Background: an optimization exercise with open tools, aiming at small area, a short achievable clock period and few clock cycles per item. Do not read the settings as production practice.
RTL that was checked went through simulation tests only; none was proved equivalent to the original.

== run 1 ==
==> flow/design.v (excerpt) <==
module unsigned_decimal_to_ascii #(
    parameter int VALUE_WIDTH = udta_pkg::VALUE_WIDTH_DEF,
    parameter int MAX_DIGITS  = udta_pkg::MAX_DIGITS_DEF
) (
    input  logic                          clk,
    input  logic                          rst_n,
    input  logic                          value_valid,
    output logic                          value_stall,
    input  logic [VALUE_WIDTH-1:0]        value,
    output logic                          digit_valid,
    input  logic                          digit_stall,
    output logic [udta_pkg::CHAR_W-1:0]   digit_char,
    output logic                          last_digit
);
Size: roughly 1100 cells after synthesis, about 110 flip-flops, about 45 I/O pins, roughly 7300 um2 of cells after synthesis.
clock: 5.5 ns
lec_check: 0
abc_area: 1
cap_margin: 20
core_margin: 2
core_utilization: 40
setup_slack_margin: 3.3
slew_margin: 20
run.sh (not shown) runs the stock make flow with config.mk's settings and CLKGATE_MAP_FILE= SYNTH_SCRIPT=/design/flow/synth_recipe.tcl, a recipe that flattens the netlist after the stock synthesis.
Run 1: done, clean on timing, DRC and antenna
Testbench counts of run 1, summed over its fixed seeds: cycles 18,639, items 3,200.
Relative to run 1, the following input files were edited for run 2:
--- a/flow/config.mk
+++ b/flow/config.mk
@@ -12 +12 @@
-export SETUP_SLACK_MARGIN = 3.3
+export SETUP_SLACK_MARGIN = 2.8
==> notes.md <==
Run 2 was carried through to the last stage, and its layout satisfied the timing, DRC and antenna checks. For the post-CTS setup repair buffer count, run 2 came in 42 lower than run 1 did. When the final numbers for run 2 and run 1 were put side by side, the number of inserted filler cells in the final layout turned out to be smaller in run 1. Run 2 against run 1; number of ordinary and repair buffers in the finished layout is down by more than half.
#### Input delta (run 3 over run 2)
--- a/flow/config.mk
+++ b/flow/config.mk
@@ -8,0 +9 @@
+export ABC_CLOCK_PERIOD_IN_PS = 2400
@@ -12 +13 @@
-export SETUP_SLACK_MARGIN = 2.8
+export SETUP_SLACK_MARGIN = 3.3
Results
Comparing run 3 and run 2, the lower first-iteration DRC count is on run 2. Worst setup timing slack at the placement stage, run 3 and run 2, higher one = run 3. Cmp run 3 vs run 2: area growth from synthesis to final layout higher in run 3. Compared with run 2, run 3 shows average routed wire per standard cell that has gone up by more than 10%.

========
Another version of the RTL of unsigned_decimal_to_ascii (not shown whole).
For scale: about 110 flip-flops, roughly 45 I/O pins, ~0.0071 mm2 of cells after synthesis.
export LEC_CHECK = 0
export ABC_AREA = 1
export CAP_MARGIN = 20
export CORE_MARGIN = 2
export CORE_UTILIZATION = 60
export CTS_BUF_LIST = sky130_fd_sc_hd__clkbuf_4 sky130_fd_sc_hd__clkbuf_8
export SETUP_SLACK_MARGIN = 3.0
export SLEW_MARGIN = 20
create_clock -name core_clock -period 5.5 [get_ports {clk}]
The baseline completed with no timing, DRC or antenna violations.
Testbench counts at the start, summed over its fixed seeds: cycles 18,639, items 3,200.
Change:
--- a/flow/config.mk
+++ b/flow/config.mk
@@ -10,3 +10,3 @@
 export CORE_MARGIN = 2
-export CORE_UTILIZATION = 60
+export CORE_UTILIZATION = 40
 export CTS_BUF_LIST = sky130_fd_sc_hd__clkbuf_4 sky130_fd_sc_hd__clkbuf_8
=> The changed run went through all stages and came out clean; count of clock-buffer cells in the layout is higher by 1; sequential share of layout area is lower by 0.38 points; synthesized cell count is unchanged; core utilization is lower by 25 points; area after synthesis does not change; routed wire length is higher by about 1.8%.
Change:
--- a/flow/config.mk
+++ b/flow/config.mk
@@ -12,3 +12,4 @@
 export CTS_BUF_LIST = sky130_fd_sc_hd__clkbuf_4 sky130_fd_sc_hd__clkbuf_8
-export SETUP_SLACK_MARGIN = 3.0
+export SETUP_SLACK_MARGIN = 3.2
 export SLEW_MARGIN = 20
+export TNS_END_PERCENT = 0
Effect:
- The changed run passed the timing, DRC and antenna checks
- synthesized cell count stays the same
- count of clock-buffer cells in the layout came out lower by 1
- final cell count is about the same
- die area stays the same
- via count fell slightly
- global-route usage hardly moves
- worst hold slack got worse by 16 ps
- clock skew rose by 3.0 ps

========
The RTL this note starts from:
==> flow/design.v <==
`timescale 1ns / 1ps
package udta_pkg;
    localparam int VALUE_WIDTH_DEF = 32;
    localparam int MAX_DIGITS_DEF  = 10;
    localparam int DIGIT_W = 4;
    localparam int STEP_BITS = 4;
    localparam int CONV_W = MAX_DIGITS_DEF * DIGIT_W;
    localparam int NIBBLES = VALUE_WIDTH_DEF / STEP_BITS;
    localparam int                 CHAR_W     = 6;
    localparam logic [CHAR_W-1:0]  ASCII_ZERO = 6'd48;
endpackage
`timescale 1ns / 1ps
module udta_dabble_stage (
    input  logic [udta_pkg::CONV_W-1:0]  in_r,
    input  logic [udta_pkg::NIBBLES-1:0] en,
    output logic [udta_pkg::CONV_W-1:0]  out_r
);
    localparam int W = udta_pkg::CONV_W;
    localparam int V = udta_pkg::VALUE_WIDTH_DEF;
    localparam int N = udta_pkg::NIBBLES;
    function automatic logic [3:0] dab(input logic [3:0] d, input logic e);
        logic a;
        a = e & (d[3] | (d[2] & (d[1] | d[0])));
        dab[3] = d[3] | (e & d[2] & (d[1] | d[0]));
        dab[2] = d[2] ? !(e & (d[1] | d[0])) : (e & d[3] & d[0]);
        dab[1] = d[1] ? (!(e & d[2]) | d[0]) : (e & d[3] & !d[0]);
        dab[0] = d[0] ^ a;
    endfunction
    always_comb
    begin
        out_r = in_r;
        for (int j = 0; j < udta_pkg::STEP_BITS; j++)
        begin
            for (int p = (4 - j) % 4; p + 3 < W; p += 4)
            begin
                if ((V - j - p) / 4 < N && p + 4 < W)
                begin
                    out_r[p +: 4] = dab(out_r[p +: 4],
                                        en[((V - j - p) / 4 < 0) ? 0 : (V - j - p) / 4]);
                end
            end
        end
    end
endmodule
`timescale 1ns / 1ps
module udta_emit #(
    parameter int MAX_DIGITS = udta_pkg::MAX_DIGITS_DEF
) (
    input  logic                                    clk,
    input  logic                                    rst_n,
    input  logic                                    in_valid,
    input  logic [MAX_DIGITS*udta_pkg::DIGIT_W-1:0] in_bcd,
    input  logic                                    in_single,
    output logic                                    ready,
    output logic                                    digit_valid,
    input  logic                                    digit_stall,
    output logic [udta_pkg::CHAR_W-1:0]             digit_char,
    output logic                                    last_digit
);
    localparam int DW    = udta_pkg::DIGIT_W;
    localparam int BCD_W = MAX_DIGITS * DW;
    localparam int IDX_W = $clog2(MAX_DIGITS);
    logic                em_valid;
    logic                em_first;
    logic                em_lastnext;
    logic [BCD_W-1:0]    em_bcd;
    logic [IDX_W-1:0]    em_idx;
    logic [IDX_W-1:0]    lead;
    logic [IDX_W-1:0]    sel;
    logic [DW-1:0]       cur_digit;
    logic                cur_last;
    logic                push;
    logic                o_valid;
    logic [DW:0]         o_data;
    logic                s_valid;
    logic [DW:0]         s_data;
    logic                o_en;
    always_comb
    begin
        lead = '0;
        for (int d = 0; d < MAX_DIGITS; d++)
        begin
            if (em_bcd[d*DW +: DW] != '0)
            begin
                lead = IDX_W'(d);
            end
        end
    end
    assign sel       = em_first ? lead : em_idx;
    assign cur_digit = em_bcd[sel*DW +: DW];
    assign cur_last  = em_lastnext;
    assign push  = em_valid && !s_valid;
    assign ready = !em_valid || (!s_valid && em_lastnext);
    always_ff @(posedge clk or negedge rst_n)
    begin
        if (!rst_n)
        begin
            em_valid <= 1'b0;
        end
        else if (ready)
        begin
            em_valid <= in_valid;
        end
    end
    always_ff @(posedge clk)
    begin
        if (ready && in_valid)
        begin
            em_bcd      <= in_bcd;
            em_first    <= 1'b1;
            em_lastnext <= in_single;
        end
        else if (push)
        begin
            em_first    <= 1'b0;
            em_lastnext <= (sel == IDX_W'(1));
        end
        if (push)
        begin
            em_idx <= sel - 1'b1;
        end
    end
    assign o_en = !o_valid || !digit_stall;
    always_ff @(posedge clk or negedge rst_n)
    begin
        if (!rst_n)
        begin
            o_valid <= 1'b0;
            s_valid <= 1'b0;
        end
        else
        begin
            if (o_en)
            begin
                o_valid <= s_valid || push;
            end
            s_valid <= s_valid ? !o_en : (push && !o_en);
        end
    end
    always_ff @(posedge clk)
    begin
        if (o_en)
        begin
            o_data <= s_valid ? s_data : {cur_last, cur_digit};
        end
        if (!s_valid)
        begin
            s_data <= {cur_last, cur_digit};
        end
    end
    assign digit_valid = o_valid;
    assign digit_char  = udta_pkg::ASCII_ZERO + {{(udta_pkg::CHAR_W-DW){1'b0}}, o_data[DW-1:0]};
    assign last_digit  = o_data[DW];
endmodule
`timescale 1ns / 1ps
module unsigned_decimal_to_ascii #(
    parameter int VALUE_WIDTH = udta_pkg::VALUE_WIDTH_DEF,
    parameter int MAX_DIGITS  = udta_pkg::MAX_DIGITS_DEF
) (
    input  logic                          clk,
    input  logic                          rst_n,
    input  logic                          value_valid,
    output logic                          value_stall,
    input  logic [VALUE_WIDTH-1:0]        value,
    output logic                          digit_valid,
    input  logic                          digit_stall,
    output logic [udta_pkg::CHAR_W-1:0]   digit_char,
    output logic                          last_digit
);
    localparam int W = udta_pkg::CONV_W;
    localparam int N = udta_pkg::NIBBLES;
    logic          r_valid;
    logic          r_single;
    logic [W-1:0]  r_q;
    logic [N-1:0]  e_q;
    logic [W-1:0]  r_step;
    logic [W-1:0]  r_load;
    logic [N-1:0]  e_load;
    logic [N-1:0]  zabove;
    logic          r_finish;
    logic          em_ready;
    logic          handoff;
    logic          take;
    always_comb
    begin
        r_load = W'(value);
        for (int q = 0; q < N; q++)
        begin
            zabove[q] = (q == N - 1) ? 1'b1 : (value >> (4 * q + 4)) == '0;
            if (zabove[q] && value[4*q+3] && (value[4*q+2] || value[4*q+1]))
            begin
                r_load[4*q +: 4] = value[4*q +: 4] + 4'd6;
                r_load[4*q+4]    = 1'b1;
            end
        end
        for (int i = 0; i < N; i++)
        begin
            e_load[i] = (value >> 4) != '0;
            if (i >= 2)
            begin
                e_load[i] = e_load[i] && ((value >> (VALUE_WIDTH - 4 * (i - 1))) == '0);
            end
        end
    end
    udta_dabble_stage u_step (
        .in_r  (r_q),
        .en    (e_q),
        .out_r (r_step)
    );
    assign r_finish    = r_valid && (e_q[N-1] || !e_q[0]);
    assign handoff     = r_finish && em_ready;
    assign value_stall = r_valid && !handoff;
    assign take        = value_valid && !value_stall;
    always_ff @(posedge clk or negedge rst_n)
    begin
        if (!rst_n)
        begin
            r_valid <= 1'b0;
        end
        else
        begin
            r_valid <= take || (r_valid && !handoff);
        end
    end
    always_ff @(posedge clk)
    begin
        if (take)
        begin
            r_q      <= r_load;
            e_q      <= e_load;
            r_single <= (value < VALUE_WIDTH'(10));
        end
        else
        begin
            r_q <= r_step;
            e_q <= (e_q[0] && !e_q[N-1]) ? {e_q[N-2:0], 1'b1} : '0;
        end
    end
    udta_emit #(
        .MAX_DIGITS (MAX_DIGITS)
    ) u_emit (
        .clk         (clk),
        .rst_n       (rst_n),
        .in_valid    (handoff),
        .in_bcd      (r_step),
        .in_single   (r_single),
        .ready       (em_ready),
        .digit_valid (digit_valid),
        .digit_stall (digit_stall),
        .digit_char  (digit_char),
        .last_digit  (last_digit)
    );
endmodule
export LEC_CHECK = 0
export ABC_AREA = 1
export CAP_MARGIN = 20
export CORE_MARGIN = 2
export CORE_UTILIZATION = 40
export SLEW_MARGIN = 20
create_clock -name core_clock -period 5.5 [get_ports {clk}]
Change:
ABC_AREA = unset   (was 1)
Result:
- The new run completed with no timing, DRC or antenna violations
- synthesized area went up by 27%
- cell count went up by 5.1%
Change:
ABC_AREA = 1   (was unset)
SETUP_SLACK_MARGIN = 2.8   (was unset)
After rerunning: The changed run passed the timing, DRC and antenna checks. Worst setup slack improves by 1.1 ns. Critical path depth stays the same. Register-to-register slack improves by 0.94 ns. Clock skew fell by 0.0040 ns. Wire length fell by about 27%. Count of clock-buffer cells in the layout stays the same. Cell area fell by about 14%. Synthesized cell count fell by 3.8%.
No functional check of the RTL was part of any run of this note.

========
RTL: one of the versions met above, not the one the previous note started from.
Size: ~1100 cells after synthesis, roughly 110 flip-flops, about 45 I/O pins, roughly 7300 sq um of cells after synthesis.
make LEC_CHECK=0 ABC_AREA=1 CAP_MARGIN=20 CORE_MARGIN=2 CORE_UTILIZATION=40 SETUP_SLACK_MARGIN=3.0 SLEW_MARGIN=20 finish   # period 5.5 ns
Testbench counts at the start, summed over its fixed seeds: cycles 18,639, items 3,200.
Next try:
- SETUP_SLACK_MARGIN: 3.0 -> 3.15
=> Fmax climbs by 2.1%; final area goes up by 11%; utilization climbs by 5.2 points; sequential share of layout area drops by 2.7 points; area after synthesis stays the same; global-route usage climbs by 0.96 points; cell count came out higher by about 4.3%; critical path depth fell by 1; die area does not change; count of clock-buffer cells in the layout stays the same.

========
unsigned_decimal_to_ascii, a different RTL version from the one above (not shown whole).
Size: roughly 1000 cells after synthesis, roughly 110 flip-flops, about 45 I/O pins, ~7400 um^2 of cells after synthesis.
Settings: LEC_CHECK=0, ABC_AREA=1, CAP_MARGIN=20, CORE_MARGIN=2, CORE_UTILIZATION=40, CTS_BUF_LIST=sky130_fd_sc_hd__clkbuf_4 sky130_fd_sc_hd__clkbuf_8, SETUP_SLACK_MARGIN=3.6, SLEW_MARGIN=20, TNS_END_PERCENT=0; clock period 5.5 ns.
Change:
- SETUP_SLACK_MARGIN: 3.6 -> 3.0
- TNS_END_PERCENT: 0 -> not set
Worst setup slack got worse by 0.17 ns.
Design area fell by a little under a tenth.
Wire length went down by a few percent.
Synthesized area does not change.
Hold slack stays flat.
Die area does not change.
Final cell count came out lower by a few percent.
Via count drops by a few percent.
Change:
==> flow/flow/run.sh (new file) <==
#!/bin/bash
# layout flow: the standard synthesis, then the combinational cells of its
# netlist mapped again for area (the flip-flops are kept as they are, same
# names and cell types), then the standard layout from that netlist.
# Each tool's full output goes to a log file of its own in this folder.
set -euo pipefail
R=orfs/results/$FLOW_PLATFORM/unsigned_decimal_to_ascii/base
bash standard.sh synth > log_1_standard_synth.txt 2>&1
cp "$R/1_2_yosys.v" standard_1_2_yosys.v
bash flow/remap.sh standard_1_2_yosys.v remapped.v "$FLOW_TOP" > log_2_remap.txt 2>&1
cp remapped.v "$R/1_2_yosys.v"
bash standard.sh finish > log_3_standard_layout.txt 2>&1
==> flow/flow/remap.sh (new file) <==
#!/bin/bash
# remap.sh IN.v OUT.v TOP: map the combinational part of a mapped sky130hd
# netlist again, for area. Sequential cells stay black boxes, so every
# flip-flop keeps its instance name, cell type and connections.
set -euo pipefail
IN=$1; OUT=$2; TOP=$3
P=$FLOW_HOME/platforms/sky130hd
LIB=$P/lib/sky130_fd_sc_hd__tt_025C_1v80.lib
SEQ=$(grep -oE "sky130_fd_sc_hd__(e?df|sdf|sedf|dl|dfb)[a-z0-9_]*" "$IN" | sort -u | tr '\n' ' ')
DU=$(grep -oE "sky130_fd_sc_hd__(probe|lpflow)[a-z0-9_]*" "$P/config.mk" | sort -u | sed 's/^/-dont_use /' | tr '\n' ' ')
cat > remap.ys <<EOT
read_liberty -ignore_miss_func -ignore_miss_dir $LIB
blackbox $SEQ
read_verilog $IN
hierarchy -top $TOP
flatten
hierarchy -top $TOP
opt_clean -purge
abc -liberty $LIB $DU -script +strash;dch,-f;map,-a;mfs2;map,-a
opt_clean -purge
setundef -zero
splitnets
opt_clean -purge
hilomap -singleton -hicell sky130_fd_sc_hd__conb_1 HI -locell sky130_fd_sc_hd__conb_1 LO
insbuf -buf sky130_fd_sc_hd__buf_4 A X
stat -liberty $LIB
write_verilog -noattr -nohex -nodec $OUT
EOT
yosys -s remap.ys
==> flow/standard.sh (new file) <==
#!/bin/bash
# synth_recipe.tcl (not shown) runs the flow's synth.tcl, then flattens the netlist and writes it again
# the make line also repeats each setting of config.mk as NAME=value (left out here)
make -C /OpenROAD-flow-scripts/flow DESIGN_CONFIG=/design/flow/config.mk WORK_HOME=/design/flow/orfs CLKGATE_MAP_FILE= SYNTH_SCRIPT=/design/flow/synth_recipe.tcl "${@:-finish}"
- SYNTH_HIERARCHICAL: not set -> 1
removed: flow/run.sh
Area after synthesis came out lower by 12%.
Cell area came out higher by 20%.
Worst setup slack is worse by 0.48 ns.
Clock skew came out lower by 0.0066 ns.
Routed wire length came out higher by 16%.
Count of clock-buffer cells in the layout came out higher by 2.
Critical path depth came out higher by 12.
No functional check of the RTL was part of any run of this note.

## what the ideal ports hide
Ports are ideal in the flow. The routed layouts listed here were re-timed in OpenROAD. Step 1 (the two cells are an assumption about what drives the block):
set clk [get_ports {clk}]
set_driving_cell -lib_cell sky130_fd_sc_hd__clkbuf_16 $clk
set_driving_cell -lib_cell sky130_fd_sc_hd__buf_2 [delete_from_list [all_inputs] $clk]
Step 2 moves the port delays by t, midway between the first and last clock arrival at a register: inputs arrive t later, outputs are due t later. That takes back most of the time a late clock gives input paths. a / b / c = ideal / step 1 / step 2; a / b = the first two.
run | t, ns | setup slack, ns | cell pins on the clock port's net
run 1 | 0.399 | 3.106 / 3.061 / 2.877 | 1
run 2 | 0.397 | 2.901 / 2.859 / 2.562 | 1
run 3 | 0.399 | 3.106 / 3.061 / 2.877 | 1
the first run of note 2 | 0.480 | 3.070 / 3.031 / 2.608 | 1
the second run of note 2 | 0.473 | 3.029 / 2.990 / 2.661 | 1
the third run of note 2 | 0.469 | 3.119 / 3.080 / 2.682 | 1
the first run of note 3 | 0.393 | 1.829 / 1.790 / 2.023 | 1
the second run of note 3 | 0.392 | 1.753 / 1.776 / 1.384 | 1
the third run of note 3 | 0.395 | 2.891 / 2.847 / 2.519 | 1
the first run of note 4 | 0.397 | 3.081 / 3.054 / 2.707 | 1
the second run of note 4 | 0.399 | 3.131 / 3.087 / 2.827 | 1
the first run of note 5 | 0.478 | 3.253 / 3.253 / 2.819 | 1
the second run of note 5 | 0.488 | 3.080 / 3.039 / 2.661 | 1
the third run of note 5 | 0.473 | 2.600 / 2.600 / 2.463 | 1
After both steps setup and hold are still met in every run listed. For the first run of note 2, which loses most, drivers alone change the setup slack by -0.039 ns; drivers and shift together by -0.462 ns.
